Background: an optimization exercise with open tools, aiming at small area. Do not read the settings as production practice.
Only simulation tests tie the RTL to the original design; equivalence was not proved.
Power figures rest on the tool's default switching activity, not on a simulated workload. The clock port is modelled as an ideal driver; clocking choices that lean on that would not hold on a real chip.

## udp_tx_top
module udp_tx_top
#(
    parameter [47:0] BOARD_MAC  = 48'h00_0a_35_01_fe_c0,
    parameter [31:0] BOARD_IP   = 32'hc0_a8_00_0a,
    parameter [15:0] BOARD_PORT = 16'd1234,
    parameter [47:0] PC_MAC     = 48'hff_ff_ff_ff_ff_ff,
    parameter [31:0] PC_IP      = 32'hc0_a8_00_64,
    parameter [15:0] PC_PORT    = 16'd1234,
    parameter        FIFO_DEPTH = 32
)
(
    input  wire         clk,
    input  wire         rst_n,
    input  wire         send_en,
    input  wire [15:0]  send_data_num,
    input  wire         wr_en,
    input  wire [31:0]  wr_data,
    output wire         fifo_full,
    output wire         send_end,
    output wire         eth_tx_en,
    output wire [3:0]   eth_tx_data
);
For scale: ~59 I/O pins.
Settings: LEC_CHECK=0, CAP_MARGIN=20, CORE_MARGIN=2, CORE_UTILIZATION=60, PLACE_DENSITY=0.7, SLEW_MARGIN=20; clock period 6.5 ns.
standard.sh (not shown) runs the stock make flow with config.mk's settings and CLKGATE_MAP_FILE= SYNTH_SCRIPT=/design/flow/synth_recipe.tcl, a recipe that flattens the netlist after the stock synthesis.
==> flow/flow/run.sh <==
#!/bin/bash
# Layout: the standard flow (standard.sh), with
#  - the standard synthesis, then its combinational logic mapped again for
#    area (flow/remap.ys, flow/remap.abc); the flip-flops are untouched;
#  - port buffers of the smallest buffer cell instead of the flow's pick;
#  - clock tree synthesis with clkbuf_8 buffers, clusters of at most 20
#    sinks, and no dummy loads.
# Each tool's full output goes to a log in this folder: make_synth.log,
# remap_yosys.log, make_flow.log (ORFS also keeps each step's log under
# orfs/logs).
set -euo pipefail
cd "$(dirname "$0")/.."
WORK=$(pwd)
RES=$WORK/orfs/results/${FLOW_PLATFORM:-sky130hd}/udp_tx_top/base
export BUFFER_PORTS_ARGS="-buffer_cell sky130_fd_sc_hd__buf_1"
export CTS_ARGS="-sink_clustering_enable -repair_clock_nets -sink_clustering_size 20 -sink_clustering_max_diameter 90 -buf_list sky130_fd_sc_hd__clkbuf_8 -dont_use_dummy_load"

bash standard.sh synth > make_synth.log 2>&1

YOSYS=$(command -v yosys || true)
[[ -n "$YOSYS" ]] || YOSYS=$FLOW_HOME/../tools/install/yosys/bin/yosys
mkdir -p remap
cp "$RES/1_2_yosys.v" remap/std.v
cp flow/remap.ys flow/remap.abc remap/
ln -sf "$FLOW_HOME/platforms/sky130hd/lib/sky130_fd_sc_hd__tt_025C_1v80.lib" remap/lib.lib
(cd remap && "$YOSYS" -s remap.ys) > remap_yosys.log 2>&1
cp remap/remapped.v "$RES/1_2_yosys.v"
rm -f "$RES/1_synth.odb" "$RES/1_synth.sdc"

bash standard.sh > make_flow.log 2>&1
==> flow/flow/remap.abc <==
&get -n
&st
&syn2
&dch -f
&nf -R 1000
&put
Other scripts of this flow, unchanged in this note and not shown: flow/flow/remap.ys
Edit:
Settings changed: CORE_UTILIZATION 60 to 66, PLACE_DENSITY 0.7 to 0.76.
The changed run finished with timing, DRC and antenna clean.
Core utilization rises by 6.3 points.
Worst setup slack gains 0.16 ns.
Synthesized cell count does not change.
Combinational power grows slightly.
Area after synthesis is unchanged.
Design area barely changes.
Non-clock buffer count rose by 4.
Sequential power is about the same.
Via count rose slightly.
Cell count decreases by a few percent.
Total power grows slightly.
Edit:
--- a/flow/flow/run.sh
+++ b/flow/flow/run.sh
@@ -16 +16 @@
-export CTS_ARGS="-sink_clustering_enable -repair_clock_nets -sink_clustering_size 20 -sink_clustering_max_diameter 90 -buf_list sky130_fd_sc_hd__clkbuf_8 -dont_use_dummy_load"
+export CTS_ARGS="-sink_clustering_enable -repair_clock_nets -sink_clustering_size 18 -sink_clustering_max_diameter 100 -buf_list sky130_fd_sc_hd__clkbuf_8 -dont_use_dummy_load"
Settings changed: CORE_UTILIZATION 66 to 60, PLACE_DENSITY 0.76 to 0.7.
The changed run finished with timing, DRC and antenna clean.
Cell area is higher by about 0.33%.
Via count hardly moves.
Utilization is lower by 6.2 points.
Die area is higher by about 10%.
Clock power is higher by about 4%.
Count of clock-buffer cells in the layout is higher by 6.
Clock skew is lower by 0.0031 ns.
Wire length is lower by 5.5%.
Critical path depth is lower by 1.
Maximum frequency is lower by 2.2%.
Final cell count is higher by 3.2%.
Edit:
--- a/flow/flow/run.sh
+++ b/flow/flow/run.sh
@@ -6,2 +6,2 @@
-#  - clock tree synthesis with clkbuf_8 buffers, clusters of at most 20
-#    sinks, and no dummy loads.
+#  - clock tree synthesis with the sink clustering of config.mk and no dummy
+#    loads.
@@ -16 +16,2 @@
-export CTS_ARGS="-sink_clustering_enable -repair_clock_nets -sink_clustering_size 18 -sink_clustering_max_diameter 100 -buf_list sky130_fd_sc_hd__clkbuf_8 -dont_use_dummy_load"
+export RECOVER_POWER=100
+export CTS_ARGS="-sink_clustering_enable -repair_clock_nets -sink_clustering_size 20 -sink_clustering_max_diameter 90 -buf_list sky130_fd_sc_hd__clkbuf_8 -dont_use_dummy_load"
Settings changed: CTS_CLUSTER_DIAMETER set to 90, CTS_CLUSTER_SIZE set to 32.
Now the flow finished with capacitance limit, slew limit left.
Final area came out lower by 0.50%.
Power came out lower by 0.90%.
Routed wire length came out lower by 0.39%.
Critical path depth is unchanged.
Synthesized area is unchanged.
Via count barely changes.
Combinational power came out lower by about 2%.
Cell count hardly moves.
Edit:
--- a/flow/flow/run.sh
+++ b/flow/flow/run.sh
@@ -16,2 +16 @@
-export RECOVER_POWER=100
-export CTS_ARGS="-sink_clustering_enable -repair_clock_nets -sink_clustering_size 20 -sink_clustering_max_diameter 90 -buf_list sky130_fd_sc_hd__clkbuf_8 -dont_use_dummy_load"
+export CTS_ARGS="-sink_clustering_enable -repair_clock_nets -sink_clustering_size 34 -sink_clustering_max_diameter 100  -dont_use_dummy_load"
After rerunning:
- With this change the flow ran to the end with no violations
- via count came out lower by about 1.1%
- power came out higher by 1.2%
- clock skew stays flat
Edit:
--- a/flow/flow/run.sh
+++ b/flow/flow/run.sh
@@ -16 +16 @@
-export CTS_ARGS="-sink_clustering_enable -repair_clock_nets -sink_clustering_size 34 -sink_clustering_max_diameter 100  -dont_use_dummy_load"
+export CTS_ARGS="-sink_clustering_enable -repair_clock_nets -sink_clustering_size 32 -sink_clustering_max_diameter 90 -dont_use_dummy_load"
==> flow/flow/remap.abc (replaced) <==
strash
dc2
dch -f
amap
Effect:
- synthesized cell count went up by a few percent
- global-route usage rises by 0.66 points
- via count rose by a few percent


== run 1 ==
Starting RTL as in the previous note.
clock: 6.5 ns
lec_check: 0
cap_margin: 20
core_margin: 2
core_utilization: 60
cts_cluster_diameter: 90
cts_cluster_size: 32
place_density: 0.7
slew_margin: 20
==> flow/flow/run.sh <==
#!/bin/bash
# Layout: the standard flow (standard.sh), with
#  - the standard synthesis, then its combinational logic mapped again for
#    area (flow/remap.ys, flow/remap.abc); the flip-flops are untouched;
#  - port buffers of the smallest buffer cell instead of the flow's pick;
#  - clock tree synthesis with the sink clustering of config.mk and no dummy
#    loads.
# Each tool's full output goes to a log in this folder: make_synth.log,
# remap_yosys.log, make_flow.log (ORFS also keeps each step's log under
# orfs/logs).
set -euo pipefail
cd "$(dirname "$0")/.."
WORK=$(pwd)
RES=$WORK/orfs/results/${FLOW_PLATFORM:-sky130hd}/udp_tx_top/base
export BUFFER_PORTS_ARGS="-buffer_cell sky130_fd_sc_hd__buf_1"
export CTS_ARGS="-sink_clustering_enable -repair_clock_nets -sink_clustering_size 34 -sink_clustering_max_diameter 90 -dont_use_dummy_load"

bash standard.sh synth > make_synth.log 2>&1

YOSYS=$(command -v yosys || true)
[[ -n "$YOSYS" ]] || YOSYS=$FLOW_HOME/../tools/install/yosys/bin/yosys
mkdir -p remap
cp "$RES/1_2_yosys.v" remap/std.v
cp flow/remap.ys flow/remap.abc remap/
ln -sf "$FLOW_HOME/platforms/sky130hd/lib/sky130_fd_sc_hd__tt_025C_1v80.lib" remap/lib.lib
(cd remap && "$YOSYS" -s remap.ys) > remap_yosys.log 2>&1
cp remap/remapped.v "$RES/1_2_yosys.v"
rm -f "$RES/1_synth.odb" "$RES/1_synth.sdc"

bash standard.sh > make_flow.log 2>&1
==> flow/flow/remap.abc <==
&get -n
&st
&syn2
&dch -f
&nf -R 1000
&put
Other scripts of this flow, unchanged in this note and not shown: flow/flow/remap.ys
Inputs modified between run 1 and run 2:
Settings: an added GPL_TIMING_DRIVEN of 0; a deleted CTS_CLUSTER_DIAMETER that had been 90; a deleted CTS_CLUSTER_SIZE that had been 32.
--- a/flow/flow/run.sh
+++ b/flow/flow/run.sh
@@ -6,2 +6,2 @@
-#  - clock tree synthesis with the sink clustering of config.mk and no dummy
-#    loads.
+#  - clock tree synthesis with clkbuf_8 buffers, clusters of at most 20
+#    sinks, and no dummy loads.
@@ -16 +16 @@
-export CTS_ARGS="-sink_clustering_enable -repair_clock_nets -sink_clustering_size 34 -sink_clustering_max_diameter 90 -dont_use_dummy_load"
+export CTS_ARGS="-sink_clustering_enable -repair_clock_nets -sink_clustering_size 20 -sink_clustering_max_diameter 90 -buf_list sky130_fd_sc_hd__clkbuf_8 -dont_use_dummy_load"
==> comparison <==
Every run (run 1 and run 2) finished clean.
Post-route non-filler standard cell count grows slightly when moving from run 1 to run 2.
Switching power of the nets grows by a few percent when moving from run 1 to run 2.
In run 2, the global-route track usage on met2 came out 0.20 points below the value in run 1.
Run 2 vs run 1, portion of the layout cell area used by clock cells went down by 0.21 points.
Lower share of final layout cell area taken by non-clock buffers goes to run 2 over run 1.
As far as utilization is concerned, run 1 and run 2 perform about the same.
Fraction of power consumed by sequential logic: run 1 and run 2 compared, lower one is run 1
Post-CTS setup buffer count (higher): run 2
[inputs] run 3 vs run 2
Settings: removing GPL_TIMING_DRIVEN (formerly 0); setting CTS_CLUSTER_DIAMETER to 90 for the first time; setting CTS_CLUSTER_SIZE to 32 for the first time.
--- a/flow/flow/run.sh
+++ b/flow/flow/run.sh
@@ -6,2 +6,2 @@
-#  - clock tree synthesis with clkbuf_8 buffers, clusters of at most 20
-#    sinks, and no dummy loads.
+#  - clock tree synthesis with the sink clustering of config.mk and no dummy
+#    loads.
@@ -16 +16 @@
-export CTS_ARGS="-sink_clustering_enable -repair_clock_nets -sink_clustering_size 20 -sink_clustering_max_diameter 90 -buf_list sky130_fd_sc_hd__clkbuf_8 -dont_use_dummy_load"
+export CTS_ARGS="-sink_clustering_enable -repair_clock_nets -sink_clustering_size 32 -sink_clustering_max_diameter 90 -dont_use_dummy_load"
==> flow/flow/remap.abc <==
strash
dc2
dch -f
amap
topo
stime -c
buffer -c
upsize -c
dnsize -c
Notes after the runs:
Startpoint of the most critical setup path = u_hdr_gen.m[2]$_DFFE_PP_: run 3; startpoint of the most critical setup path = u_mii_tx.k[2]$_SDFF_PP0_: run 2. Cell area | run 3 vs run 2 | run 3 larger. Relative to run 2, the synthesized cell count of run 3 is higher by 86. Run 3 falls short of run 2 in hold slack. Clock period minus worst slack is higher on run 2.
Setup changes, run 3 to run 4
Settings: CTS_CLUSTER_DIAMETER no longer set, was 90; CTS_CLUSTER_SIZE no longer set, was 32.
--- a/flow/flow/run.sh
+++ b/flow/flow/run.sh
@@ -6,2 +6,2 @@
-#  - clock tree synthesis with the sink clustering of config.mk and no dummy
-#    loads.
+#  - clock tree synthesis with clkbuf_8 buffers, clusters of at most 20
+#    sinks, and no dummy loads.
@@ -16 +16 @@
-export CTS_ARGS="-sink_clustering_enable -repair_clock_nets -sink_clustering_size 32 -sink_clustering_max_diameter 90 -dont_use_dummy_load"
+export CTS_ARGS='-sink_clustering_enable -repair_clock_nets -sink_clustering_size 20 -sink_clustering_max_diameter 90 -buf_list {sky130_fd_sc_hd__clkbuf_8 sky130_fd_sc_hd__clkbuf_16} -dont_use_dummy_load'
==> flow/flow/remap.abc <==
&get -n
&st
&syn2
&dch -f
&nf -R 1000
&put
--- outcome ---
Number of global-route vias before repair: run 3 vs run 4, no meaningful difference
Between run 3 and run 4, register-to-register slack increased.
When run 4 is measured against run 3, its fraction of power consumed by combinational cells turns out 9.2 points higher.
The lower wire length of the first global-routing pass came out of run 4.
The lower core utilization came out of run 3.
The number of levels in the clock H-tree of run 4 exceeds that of run 3 by 1.
As of run 4, total of clock buffers placed in the layout had risen by more than half compared to run 3.


Setup of job 7020:
Starting RTL as in the previous note.
export LEC_CHECK = 0
export CAP_MARGIN = 20
export CORE_MARGIN = 2
export CORE_UTILIZATION = 60
export CTS_CLUSTER_DIAMETER = 90
export CTS_CLUSTER_SIZE = 32
export PLACE_DENSITY = 0.7
export SLEW_MARGIN = 20
create_clock -name core_clock -period 6.5 [get_ports {clk}]
==> flow/flow/run.sh <==
#!/bin/bash
# Layout: the standard flow (standard.sh), with
#  - the standard synthesis, then its combinational logic mapped again for
#    area (flow/remap.ys, flow/remap.abc); the flip-flops are untouched;
#  - port buffers of the smallest buffer cell instead of the flow's pick;
#  - clock tree synthesis with the sink clustering of config.mk and no dummy
#    loads.
# Each tool's full output goes to a log in this folder: make_synth.log,
# remap_yosys.log, make_flow.log (ORFS also keeps each step's log under
# orfs/logs).
set -euo pipefail
cd "$(dirname "$0")/.."
WORK=$(pwd)
RES=$WORK/orfs/results/${FLOW_PLATFORM:-sky130hd}/udp_tx_top/base
export BUFFER_PORTS_ARGS="-buffer_cell sky130_fd_sc_hd__buf_1"
export CTS_ARGS="-sink_clustering_enable -repair_clock_nets -sink_clustering_size 32 -sink_clustering_max_diameter 90 -dont_use_dummy_load"

bash standard.sh synth > make_synth.log 2>&1

YOSYS=$(command -v yosys || true)
[[ -n "$YOSYS" ]] || YOSYS=$FLOW_HOME/../tools/install/yosys/bin/yosys
mkdir -p remap
cp "$RES/1_2_yosys.v" remap/std.v
cp flow/remap.ys flow/remap.abc remap/
ln -sf "$FLOW_HOME/platforms/sky130hd/lib/sky130_fd_sc_hd__tt_025C_1v80.lib" remap/lib.lib
(cd remap && "$YOSYS" -s remap.ys) > remap_yosys.log 2>&1
cp remap/remapped.v "$RES/1_2_yosys.v"
rm -f "$RES/1_synth.odb" "$RES/1_synth.sdc"

bash standard.sh > make_flow.log 2>&1
==> flow/flow/remap.abc <==
&get -n
&st
&syn2
&dch -f
&nf -R 1000
&put
Other scripts of this flow, unchanged in this note and not shown: flow/flow/remap.ys
Edits applied to the flow inputs when going from job 7020 to job 5864:
- CTS_CLUSTER_DIAMETER removed (was 90)
- CTS_CLUSTER_SIZE removed (was 32)
diff --git a/flow/flow/run.sh b/flow/flow/run.sh
--- a/flow/flow/run.sh
+++ b/flow/flow/run.sh
@@ -6,2 +6,2 @@
-#  - clock tree synthesis with the sink clustering of config.mk and no dummy
-#    loads.
+#  - clock tree synthesis with clkbuf_8 buffers, clusters of at most 20
+#    sinks, and no dummy loads.
@@ -16 +16 @@
-export CTS_ARGS="-sink_clustering_enable -repair_clock_nets -sink_clustering_size 32 -sink_clustering_max_diameter 90 -dont_use_dummy_load"
+export CTS_ARGS="-sink_clustering_enable -repair_clock_nets -sink_clustering_size 20 -sink_clustering_max_diameter 90 -buf_list sky130_fd_sc_hd__clkbuf_8 -dont_use_dummy_load"
==> flow/flow/remap.abc <==
&get -n
&st
&syn2
&dch -f
&nf -R 1000
&st
&syn2
&dch -f
&nf -R 1000
&put
Findings:
- The run showing the greater fraction of power consumed by sequential logic is job 7020.
- Changes observed in job 5864 relative to job 7020: total routed wire length on the met1 layer went up by 340 um; total power of the final layout went up by 13%.
- The count of multi-input gates of job 5864 exceeds that of job 7020 by 2.3%.
- Looking at total net switching power, job 5864 sits 24% above job 7020.
- Compared with job 7020, in job 5864 number of signal-net buffers in the layout went up 7, relative contribution of combinational cells to total power picked up an extra 4.3 points, achievable clock frequency increased about 8%.
- Summary of job 5864 over job 7020: clock network contribution to total cell area now smaller, via count increased 223.
Edits applied to the flow inputs when going from job 5864 to job 5369:
- PLACE_DENSITY changed from 0.7 to 0.6
==> flow/flow/remap.abc <==
&get -n
&st
&syn2
&dch -f
&nf -R 1000
&put
[summary]
- Between job 5864 and job 5369, the total global routing track utilization does not differ in any meaningful way.
- Compare job 5369 and job 5864 | via count lower: job 5369
- Between job 5369 and job 5864, the half-perimeter wire length after detailed placement is lower for job 5369.
- Diff job 5369 and job 5864: transition time at the pin with the least slew margin higher in job 5864

[afterwards: timing with drivers on the ports]
How much do the figures lean on ideal ports? The routed layouts below were timed once more, with nothing changed but the port constraints. Step 1, drivers: a clkbuf_16 drives clk and a buf_2 each remaining input, both assumed. Step 2 times the ports against the registers' clock, not the clock port: input delays grow and output delays shrink by t, the midpoint of the rising clock arrivals with the driver on. Slacks: ideal ports / drivers / drivers and shift; pairs: ideal ports / drivers.
run | t, ns | setup slack, ns | slew at the worst register clock pin (ns) | pins driven straight from the clock port
the first run of note 1 | 0.700 | 0.650 / 0.650 / 0.650 | 0.12 / 0.12 | 1
the second run of note 1 | 0.693 | 0.808 / 0.808 / 0.808 | 0.12 / 0.12 | 1
the third run of note 1 | 0.698 | 0.678 / 0.678 / 0.678 | 0.12 / 0.12 | 1
the fourth run of note 1 | 0.699 | 0.626 / 0.626 / 0.626 | 0.12 / 0.12 | 1
the fifth run of note 1 | 0.628 | 0.717 / 0.717 / 0.717 | 0.12 / 0.12 | 1
the sixth run of note 1 | 0.627 | 0.516 / 0.516 / 0.516 | 0.12 / 0.12 | 1
run 1 | 0.623 | 0.651 / 0.651 / 0.651 | 0.12 / 0.12 | 1
run 2 | 0.685 | 0.421 / 0.421 / 0.421 | 0.12 / 0.12 | 1
run 3 | 0.629 | 0.501 / 0.501 / 0.501 | 0.11 / 0.11 | 1
run 4 | 0.636 | 0.673 / 0.673 / 0.673 | 0.08 / 0.08 | 1
job 7020 | 0.629 | 0.754 / 0.754 / 0.754 | 0.11 / 0.11 | 1
job 5864 | 0.699 | 1.168 / 1.168 / 1.168 | 0.12 / 0.12 | 1
job 5369 | 0.683 | 1.055 / 1.055 / 1.055 | 0.12 / 0.12 | 1
